Source: an optimization exercise on an open RTL-to-GDS flow (aim: small area, a short achievable clock period and few clock cycles per item). Production flows keep margins and buffers that such runs may drop.
The RTL was checked by simulation tests, not by an equivalence proof against the original design.
Power is estimated from default activity; no workload was simulated.

==> flow/design.v <==
`timescale 1ns/10ps
package systolic_pkg;
    typedef logic signed [16-1:0]   data_t;
    typedef logic signed [8-1:0] weight_t;
    typedef logic signed [32-1:0]  accum_t;
    typedef logic [6-1:0]          wb_addr_t;
    typedef logic [32-1:0]          wb_data_t;
    typedef enum logic [2:0] {
        IDLE,
        CLEAR,
        FEED,
        DRAIN,
        DONE
    } seq_state_t;
endpackage
`timescale 1ns/10ps
module mac_unit (
    input  logic    clk,
    input  logic    rst_n,
    input  logic    enable,
    input  logic    clear_accum,
    input  systolic_pkg::data_t   data_in,
    input  systolic_pkg::weight_t weight_in,
    output systolic_pkg::accum_t  accum_out,
    output logic    valid_out
);
    systolic_pkg::accum_t product;
    systolic_pkg::accum_t accum_q;
    logic   valid_q;
    assign product = systolic_pkg::accum_t'(data_in) * systolic_pkg::accum_t'(weight_in);
    always_ff @(posedge clk or negedge rst_n) begin
        if (!rst_n) begin
            accum_q <= '0;
            valid_q <= 1'b0;
        end else if (clear_accum) begin
            accum_q <= '0;
            valid_q <= 1'b0;
        end else if (enable) begin
            accum_q <= accum_q + product;
            valid_q <= 1'b1;
        end else begin
            valid_q <= 1'b0;
        end
    end
    assign accum_out = accum_q;
    assign valid_out = valid_q;
endmodule
`timescale 1ns/10ps
module processing_element (
    input  logic    clk,
    input  logic    rst_n,
    input  logic    enable,
    input  logic    clear_accum,
    input  systolic_pkg::data_t   data_in,
    input  logic    data_valid_in,
    output systolic_pkg::data_t   data_out,
    output logic    data_valid_out,
    input  systolic_pkg::weight_t weight_in,
    input  logic    weight_valid_in,
    output systolic_pkg::weight_t weight_out,
    output logic    weight_valid_out,
    output systolic_pkg::accum_t  accum_out,
    output logic    result_valid
);
    logic    mac_en;
    systolic_pkg::data_t   mac_data;
    systolic_pkg::weight_t mac_weight;
    systolic_pkg::data_t   data_q;
    systolic_pkg::weight_t weight_q;
    logic    data_valid_q;
    logic    weight_valid_q;
    assign mac_en     = enable && data_valid_in && weight_valid_in;
    assign mac_data   = mac_en ? data_in : '0;
    assign mac_weight = mac_en ? weight_in : '0;
    always_ff @(posedge clk) begin
        if (enable) begin
            data_q   <= data_in;
            weight_q <= weight_in;
        end
    end
    always_ff @(posedge clk or negedge rst_n) begin
        if (!rst_n) begin
            data_valid_q   <= 1'b0;
            weight_valid_q <= 1'b0;
        end else begin
            data_valid_q   <= enable && data_valid_in;
            weight_valid_q <= enable && weight_valid_in;
        end
    end
    assign data_out         = data_q;
    assign data_valid_out   = data_valid_q;
    assign weight_out       = weight_q;
    assign weight_valid_out = weight_valid_q;
    mac_unit u_mac (
        .clk         (clk),
        .rst_n       (rst_n),
        .enable      (mac_en),
        .clear_accum (clear_accum),
        .data_in     (mac_data),
        .weight_in   (mac_weight),
        .accum_out   (accum_out),
        .valid_out   (result_valid)
    );
endmodule
`timescale 1ns/10ps
module systolic_array (
    input  logic              clk,
    input  logic              rst_n,
    input  logic              enable,
    input  logic              clear_accum,
    input  systolic_pkg::data_t [2-1:0] west_data,
    input  logic [2-1:0]  west_valid,
    input  systolic_pkg::weight_t [2-1:0] north_weight,
    input  logic [2-1:0]  north_valid,
    output systolic_pkg::accum_t [2*2-1:0] accum,
    output logic              corner_valid
);
    systolic_pkg::data_t   h_data  [2][2+1];
    logic    h_valid [2][2+1];
    systolic_pkg::weight_t v_weight [2+1][2];
    logic    v_valid  [2+1][2];
    logic    res_valid [2*2];
    for (genvar e = 0; e < 2; e++) begin : g_edge
        assign h_data[e][0]   = west_data[e];
        assign h_valid[e][0]  = west_valid[e];
        assign v_weight[0][e] = north_weight[e];
        assign v_valid[0][e]  = north_valid[e];
    end
    for (genvar i = 0; i < 2; i++) begin : g_row
        for (genvar j = 0; j < 2; j++) begin : g_col
            processing_element u_pe (
                .clk              (clk),
                .rst_n            (rst_n),
                .enable           (enable),
                .clear_accum      (clear_accum),
                .data_in          (h_data[i][j]),
                .data_valid_in    (h_valid[i][j]),
                .data_out         (h_data[i][j+1]),
                .data_valid_out   (h_valid[i][j+1]),
                .weight_in        (v_weight[i][j]),
                .weight_valid_in  (v_valid[i][j]),
                .weight_out       (v_weight[i+1][j]),
                .weight_valid_out (v_valid[i+1][j]),
                .accum_out        (accum[i*2+j]),
                .result_valid     (res_valid[i*2+j])
            );
        end
    end
    assign corner_valid = res_valid[2*2-1];
endmodule
`timescale 1ns/10ps
module skew_feeder (
    input  logic              clk,
    input  logic              rst_n,
    input  logic              feed_valid,
    input  systolic_pkg::data_t [2-1:0] row_data,
    input  systolic_pkg::weight_t [2-1:0] col_weight,
    output systolic_pkg::data_t [2-1:0] west_data,
    output logic [2-1:0]  west_valid,
    output systolic_pkg::weight_t [2-1:0] north_weight,
    output logic [2-1:0]  north_valid
);
    for (genvar g = 0; g < 2; g++) begin : g_lane
        if (g == 0) begin : g_pass
            assign west_data[g]    = row_data[g];
            assign west_valid[g]   = feed_valid;
            assign north_weight[g] = col_weight[g];
            assign north_valid[g]  = feed_valid;
        end else begin : g_delay
            systolic_pkg::data_t   d_q [g];
            systolic_pkg::weight_t w_q [g];
            logic    v_q [g];
            always_ff @(posedge clk) begin
                d_q[0] <= row_data[g];
                w_q[0] <= col_weight[g];
                for (int s = 1; s < g; s++) begin
                    d_q[s] <= d_q[s-1];
                    w_q[s] <= w_q[s-1];
                end
            end
            always_ff @(posedge clk or negedge rst_n) begin
                if (!rst_n) begin
                    for (int s = 0; s < g; s++) begin
                        v_q[s] <= 1'b0;
                    end
                end else begin
                    v_q[0] <= feed_valid;
                    for (int s = 1; s < g; s++) begin
                        v_q[s] <= v_q[s-1];
                    end
                end
            end
            assign west_data[g]    = d_q[g-1];
            assign west_valid[g]   = v_q[g-1];
            assign north_weight[g] = w_q[g-1];
            assign north_valid[g]  = v_q[g-1];
        end
    end
endmodule
`timescale 1ns/10ps
module wb_systolic_ctrl (
    input  logic      clk,
    input  logic      rst_n,
    input  logic      wb_cyc,
    input  logic      wb_stb,
    input  logic      wb_we,
    input  systolic_pkg::wb_addr_t  wb_adr,
    input  systolic_pkg::wb_data_t  wb_dat_w,
    output systolic_pkg::wb_data_t  wb_dat_r,
    output logic      wb_ack,
    output logic      enable,
    output logic      clear_accum,
    output logic      feed_valid,
    output systolic_pkg::data_t [2-1:0] row_data,
    output systolic_pkg::weight_t [2-1:0] col_weight,
    input  systolic_pkg::accum_t [2*2-1:0] accum,
    input  logic      corner_valid
);
    localparam int IDX_W = $clog2(2);
    localparam int NN_W  = 2 * IDX_W;
    localparam systolic_pkg::wb_addr_t A_BASE   = systolic_pkg::wb_addr_t'(0);
    localparam systolic_pkg::wb_addr_t B_BASE   = systolic_pkg::wb_addr_t'(4);
    localparam systolic_pkg::wb_addr_t C_BASE   = systolic_pkg::wb_addr_t'(12);
    localparam systolic_pkg::wb_addr_t CTRL_ADR = systolic_pkg::wb_addr_t'(8);
    localparam systolic_pkg::wb_addr_t STAT_ADR = systolic_pkg::wb_addr_t'(9);
    localparam systolic_pkg::wb_addr_t MAT_SZ   = systolic_pkg::wb_addr_t'(2 * 2);
    localparam logic [IDX_W-1:0] K_LAST = IDX_W'(2 - 1);
    systolic_pkg::seq_state_t       state;
    logic [IDX_W-1:0] k_idx;
    logic [IDX_W-1:0] drain_cnt;
    logic             busy;
    logic             done;
    logic             wb_access;
    logic             wr_en;
    logic             start;
    systolic_pkg::data_t   a_reg [2*2];
    systolic_pkg::weight_t b_reg [2*2];
    systolic_pkg::wb_addr_t         a_off;
    systolic_pkg::wb_addr_t         b_off;
    systolic_pkg::wb_addr_t         c_off;
    logic             a_hit;
    logic             b_hit;
    logic             c_hit;
    assign a_off = wb_adr - A_BASE;
    assign b_off = wb_adr - B_BASE;
    assign c_off = wb_adr - C_BASE;
    assign a_hit = a_off < MAT_SZ;
    assign b_hit = b_off < MAT_SZ;
    assign c_hit = c_off < MAT_SZ;
    assign wb_access = wb_cyc && wb_stb && !wb_ack;
    assign wr_en     = wb_access && wb_we;
    assign start     = wr_en && !busy && (wb_adr == CTRL_ADR) && wb_dat_w[0];
    always_ff @(posedge clk or negedge rst_n) begin
        if (!rst_n) begin
            wb_ack <= 1'b0;
        end else begin
            wb_ack <= wb_access;
        end
    end
    always_ff @(posedge clk or negedge rst_n) begin
        if (!rst_n) begin
            for (int e = 0; e < 2 * 2; e++) begin
                a_reg[e] <= '0;
                b_reg[e] <= '0;
            end
        end else if (wr_en && !busy) begin
            if (a_hit) begin
                a_reg[a_off[NN_W-1:0]] <= systolic_pkg::data_t'(wb_dat_w);
            end
            if (b_hit) begin
                b_reg[b_off[NN_W-1:0]] <= systolic_pkg::weight_t'(wb_dat_w);
            end
        end
    end
    always_comb begin
        wb_dat_r = '0;
        if (a_hit) begin
            wb_dat_r = systolic_pkg::wb_data_t'($signed(a_reg[a_off[NN_W-1:0]]));
        end else if (b_hit) begin
            wb_dat_r = systolic_pkg::wb_data_t'($signed(b_reg[b_off[NN_W-1:0]]));
        end else if (wb_adr == STAT_ADR) begin
            wb_dat_r = {{(32-2){1'b0}}, done, busy};
        end else if (c_hit) begin
            wb_dat_r = accum[c_off[NN_W-1:0]];
        end
    end
    always_ff @(posedge clk or negedge rst_n) begin
        if (!rst_n) begin
            state     <= systolic_pkg::IDLE;
            k_idx     <= '0;
            drain_cnt <= '0;
        end else begin
            case (state)
                systolic_pkg::IDLE, systolic_pkg::DONE: begin
                    if (start) begin
                        state <= systolic_pkg::CLEAR;
                    end
                end
                systolic_pkg::CLEAR: begin
                    state <= systolic_pkg::FEED;
                    k_idx <= '0;
                end
                systolic_pkg::FEED: begin
                    if (k_idx == K_LAST) begin
                        state     <= systolic_pkg::DRAIN;
                        drain_cnt <= '0;
                    end else begin
                        k_idx <= k_idx + 1'b1;
                    end
                end
                systolic_pkg::DRAIN: begin
                    if (corner_valid) begin
                        if (drain_cnt == K_LAST) begin
                            state <= systolic_pkg::DONE;
                        end else begin
                            drain_cnt <= drain_cnt + 1'b1;
                        end
                    end
                end
                default: state <= systolic_pkg::IDLE;
            endcase
        end
    end
    assign busy        = (state == systolic_pkg::CLEAR) || (state == systolic_pkg::FEED) || (state == systolic_pkg::DRAIN);
    assign done        = (state == systolic_pkg::DONE);
    assign clear_accum = (state == systolic_pkg::CLEAR);
    assign feed_valid  = (state == systolic_pkg::FEED);
    assign enable      = (state == systolic_pkg::FEED) || (state == systolic_pkg::DRAIN);
    for (genvar g = 0; g < 2; g++) begin : g_vec
        assign row_data[g]   = a_reg[{IDX_W'(g), k_idx}];
        assign col_weight[g] = b_reg[{k_idx, IDX_W'(g)}];
    end
endmodule
`timescale 1ns/10ps
module systolic_top (
    input  logic     clk,
    input  logic     rst_n,
    input  logic     wb_cyc,
    input  logic     wb_stb,
    input  logic     wb_we,
    input  logic [5:0]  wb_adr,
    input  logic [31:0] wb_dat_w,
    output logic [31:0] wb_dat_r,
    output logic     wb_ack
);
    logic              enable;
    logic              clear_accum;
    logic              feed_valid;
    systolic_pkg::data_t [2-1:0] row_data;
    systolic_pkg::weight_t [2-1:0] col_weight;
    systolic_pkg::data_t [2-1:0] west_data;
    logic [2-1:0]  west_valid;
    systolic_pkg::weight_t [2-1:0] north_weight;
    logic [2-1:0]  north_valid;
    systolic_pkg::accum_t [2*2-1:0] accum;
    logic              corner_valid;
    wb_systolic_ctrl u_ctrl (
        .clk          (clk),
        .rst_n        (rst_n),
        .wb_cyc       (wb_cyc),
        .wb_stb       (wb_stb),
        .wb_we        (wb_we),
        .wb_adr       (wb_adr),
        .wb_dat_w     (wb_dat_w),
        .wb_dat_r     (wb_dat_r),
        .wb_ack       (wb_ack),
        .enable       (enable),
        .clear_accum  (clear_accum),
        .feed_valid   (feed_valid),
        .row_data     (row_data),
        .col_weight   (col_weight),
        .accum        (accum),
        .corner_valid (corner_valid)
    );
    skew_feeder u_feeder (
        .clk          (clk),
        .rst_n        (rst_n),
        .feed_valid   (feed_valid),
        .row_data     (row_data),
        .col_weight   (col_weight),
        .west_data    (west_data),
        .west_valid   (west_valid),
        .north_weight (north_weight),
        .north_valid  (north_valid)
    );
    systolic_array u_array (
        .clk          (clk),
        .rst_n        (rst_n),
        .enable       (enable),
        .clear_accum  (clear_accum),
        .west_data    (west_data),
        .west_valid   (west_valid),
        .north_weight (north_weight),
        .north_valid  (north_valid),
        .accum        (accum),
        .corner_valid (corner_valid)
    );
endmodule
==> flow/run.sh <==
#!/bin/bash
# synth_recipe.tcl (not shown) runs the flow's synth.tcl, then flattens the netlist and writes it again
# the make line also repeats each setting of config.mk as NAME=value (left out here)
make -C /OpenROAD-flow-scripts/flow DESIGN_CONFIG=/design/flow/config.mk WORK_HOME=/design/flow/orfs CLKGATE_MAP_FILE= SYNTH_SCRIPT=/design/flow/synth_recipe.tcl finish
==> flow/config.mk <==
export PLATFORM = sky130hd
export DESIGN_NAME = systolic_top
export DESIGN_NICKNAME = systolic_top
export VERILOG_FILES = /design/flow/design.v
export SDC_FILE = /design/flow/constraint.sdc
export NUM_CORES = 4
export LEC_CHECK = 0
export CAP_MARGIN = 20
export CORE_MARGIN = 2
export CORE_UTILIZATION = 40
export SLEW_MARGIN = 20
==> flow/constraint.sdc <==
create_clock -name core_clock -period 9.0 [get_ports {clk}]
set_input_delay 1.8000 -clock core_clock [delete_from_list [all_inputs] [get_ports {clk}]]
set_output_delay 1.8000 -clock core_clock [all_outputs]
set_load 0.01 [all_outputs]
==> notes.md <==
layer usage:
layer  up-vias  global-route usage (%)
met4         0                   5.605
met5         -                       0
met3        91                   2.462
met1     13526                   30.45
li1      11910                       -
met2       608                   34.09
placed cells by master (no fill, tap or decap), types with 9 or more instances in the layout:
master           count
a211oi_1            17
a21o_1              56
a21oi_1             86
a22o_1              29
a22oi_1             12
a31oi_1             11
and3_1             226
buf_4               45
clkbuf_16           38
clkdlybuf4s50_1     56
dfrtp_1            233
dfxtp_1             24
edfxtp_1            48
fa_1               640
ha_1               280
inv_1              577
mux2_2             128
mux2i_1             26
mux4_2              56
nand2_1            326
nand2b_1            23
nand3_1             54
nor2_1             192
nor3_1              22
o211ai_1             9
o21a_1              19
o21ai_0            141
o21bai_1            13
o31ai_1             16
or2_2                9
or3_1                9
xnor2_1             70
xor2_1              42
layout make-up:
class,count,area (sq um),area share (%)
clock buffers,46,1021,2.473
multi-input cells,2605,27580,66.81
flip-flops and latches,306,7779,18.84
inverters,579,2173,5.264
well taps,1265,1583,3.834
diodes,1,2.502,0.006062
repair buffers,104,938.4,2.273
clock inverters,20,206.4,0.5001
power by group:
| group | switching, uW | internal, uW |
|---|---|---|
| combinational | 740 | 360 |
| clock | 677 | 878 |
| sequential | 284 | 1560 |
Yosys cell counts (10+ instances only):
| cell | count |
|---|---|
| a21o_1 | 56 |
| buf_1 | 10 |
| nor3_1 | 22 |
| a22o_1 | 29 |
| inv_1 | 578 |
| edfxtp_1 | 48 |
| xor2_1 | 42 |
| dfrtp_1 | 234 |
| mux2i_1 | 26 |
| o21a_1 | 19 |
| a31oi_1 | 11 |
| clkbuf_1 | 121 |
| nand2_1 | 326 |
| mux4_2 | 56 |
| fa_1 | 640 |
| o21bai_1 | 13 |
| a211oi_1 | 17 |
| dfxtp_1 | 24 |
| and3_1 | 227 |
| mux2_2 | 128 |
| a21oi_1 | 87 |
| nand2b_1 | 23 |
| o21ai_0 | 141 |
| ha_1 | 280 |
| nand3_1 | 54 |
| o31ai_1 | 16 |
| a22oi_1 | 12 |
| xnor2_1 | 70 |
| nor2_1 | 193 |
per-stage QoR:
step                      utilization (%)  hold WS, ps  cell area, sq um
final                               43.65        442.1             41280
after global routing                43.64        474.2             41280
after CTS                           43.64        442.5             41280
after detailed placement            42.35        433.9             40050
after global placement              42.35        436.2             40050
after floorplan                         -        408.1             38030
how the worst max path moves through the flow:
stage / start / endpoint / cells past startpoint
final: u_ctrl.state[1] / u_array.g_row[0].g_col[0].u_pe.u_mac.accum_q[30] / 24
after global routing: u_ctrl.state[1] / u_array.g_row[1].g_col[0].u_pe.u_mac.accum_q[26] / 21
after CTS: u_ctrl.state[1] / u_array.g_row[0].g_col[1].u_pe.u_mac.accum_q[25] / 21
after detailed placement: u_ctrl.state[1] / u_array.g_row[0].g_col[1].u_pe.u_mac.accum_q[26] / 20
after global placement: u_ctrl.state[1] / u_array.g_row[1].g_col[0].u_pe.u_mac.accum_q[26] / 21
after floorplan: u_ctrl.state[2] / u_array.g_row[0].g_col[1].u_pe.u_mac.accum_q[26] / 22
cell families after synthesis:
family | count (synthesis) | synth area share [%]
buffers and inverters | 718 | 7.113
xor gates and xnor gates | 112 | 2.580
muxes | 210 | 7.791
DFF | 306 | 20.45
and+or+nand+nor | 905 | 11.29
adders and majority gates | 920 | 42.90
AOI/OAI and AO/OA | 458 | 7.874
==> results.py <==
metrics = {
    "global_routing": {
        "grt_pass1_vias": 27463,
        "antenna_found_initial": 1,
        "grt_pass1_wl_microns": 161500,
        "grt_max_degree": 96,
        "grt_overflow": 0,
        "grt_use_total_pct": 21.18,
    },
    "final_layout": {
        "largest_reg_flops": 128,
        "finish.net_count": 4595,
        "n_fill_cell": 8983,
        "stdcell_count": 4926,
        "drive_above_1_share_pct": 8.661,
        "area_growth_pct": 8.561,
    },
    "critical_path": {
        "crit_path_start_kind": "flip-flop",
        "rr_startpoint": "u_ctrl.state[1]",
        "crit_chain": "nor2b_4 > nand2b_1 > inv_1 > nand2_1 > nor2_1 > fa_1 > inv_1 > fa_1 > inv_1 > fa_1 > fa_1 > inv_1 > fa_1 > inv_1 > ha_1 > o21a_1 > o31a_1 > o31ai_1 > a21oi_1 > o2111ai_1 > a31oi_1 > o2111ai_1 > a21oi_1 > o31ai_1",
        "critPathCaptureType": "flip-flop",
        "regToRegSetupSlack_ps": 1410,
        "slowest_delay_ps": 560,
        "crit_arrival_ps": 8060,
        "crit_family": "adder cells",
        "crit_slowest_cell": "o31ai_1",
        "critical_path_peak_fanout": 16,
        "r2r-end": "u_array.g_row[0].g_col[0].u_pe.u_mac.accum_q[30]",
        "path_class": "flip-flop to flip-flop",
        "worstPathRequired_ps": 9460,
        "reg2reg_depth": 24,
        "cp_num_buf_inv": 5,
    },
    "yosys": {
        "synth-edff-count": 48,
        "synth_area_leaders": "fa_1, dfrtp_1, ha_1",
        "synth_cells": 3629,
        "netlist_area_sq_um": 38030,
        "ys_types": 72,
        "ys_warn_count": 19,
        "synth_nets": 4592,
        "synth_ff_type": "dfrtp_1",
        "synth_top_area_cell": "fa_1",
        "async_flop_share_pct": 76.47,
        "ys_seq_area_share_pct": 20.45,
        "synth-seq-cells": 306,
        "synth_top_area_share_pct": 33.69,
        "syn_avg_cell_area_sq_um": 10.48,
    },
    "floorplan": {
        "initial_core_util_pct": 40.20,
        "die_area_sq_um": 97550,
        "coreArea_sq_um": 94590,
        "die_y_microns": 312.3,
        "ios": 76,
        "die_x_microns": 312.3,
        "fp-row-count": 113,
    },
    "clock_network": {
        "clkSinkCount": 306,
        "cts_setup_buffers": 0,
        "cts_tree": "done",
        "clock_path_buffers": 3,
        "numCtsBuffers": 36,
        "cts_resized": 0,
        "cts-root-buf": "clkbuf_16",
        "hold_buffers": 0,
        "h-tree-depth": 2,
        "path_clk_slew_ps": 70,
        "clk_latency_ps": 570,
    },
    "worst_hold_path": {
        "hold_path_class": "flip-flop to flip-flop",
        "min_from": "u_ctrl.wb_ack",
        "worstHoldEndpoint": "u_ctrl.wb_ack",
        "hold_path_depth": 1,
    },
    "routing": {
        "ant_nets": 0,
        "met1_length_microns": 44360,
        "dr.pass1.iters": 5,
        "route.top_layer_used": "met4",
        "drtIter0Drc": 1938,
        "num_vias": 26135,
        "route.detailed.drc": 0,
        "via_per_inst": 5.306,
        "wl_microns": 98110,
        "wl_met3_microns": 4672,
        "wl_met2_microns": 46150,
        "detail_route.wl_per_cell_microns": 19.92,
    },
    "timing": {
        "hold_violations": 0,
        "fmax_ghz": 0.1317,
        "finalCritPeriodShare_pct": 84.36,
        "setup_viol": 0,
        "rsz0062_at_grt": "false",
        "tightest_slew_ps": 1059,
        "slew_violations": 0,
        "fin_skew_ps": 21.83,
        "fin_ws_ps": 1408,
        "relSlewSlack_pct": 28.73,
        "setup_tns_ps": 0,
        "post-route-min-period_ps": 7592,
    },
    "pwr": {
        "p_leak_uw": 0.02250,
        "pwr_density_cell_nw_per_um2": 109.0,
        "total_power_uw": 4499,
        "vdd_drop_max_uv": 191.2,
    },
    "place": {
        "hpwl_microns": 80310,
        "gp_congestion": 0.9189,
        "place_ws_ps": 1521,
        "dp_cells": 4859,
        "port_buffers": 59,
    },
    "job": {
        "maxCapViolations": 0,
    },
    "run_status": {
        "outcome": "timing/DRC/antenna clean",
    },
}
Testbench counts, summed over its fixed seeds: cycles 12,288, jobs 384.

## separate check: timing with driven ports
The results above use ideal ports. As a check the final layout listed here was re-extracted and re-timed, cells and wires unchanged. Step 1 sets driving cells, clkbuf_16 on the clock port and buf_2 on the other inputs (assumed; they add their load-dependent delay and slew). Step 2, shift: input delay + t, output delay - t, t = (earliest + latest rising clock arrival at the registers) / 2. This alone moves slack from input paths to output paths. Three values: ideal ports, drivers, drivers and shift; two values: the first two.
shift t [ns]: 0.616
setup slack, ns: 1.408 / 1.408 / 1.408
hold slack, ns: 0.442 / 0.442 / 0.442
worst setup path at the end: register to register
cell pins on the clock port's net: 1
After both steps this run still meets setup and hold. For this run, drivers alone change the setup slack by 0.000 ns; drivers and shift together by 0.000 ns.
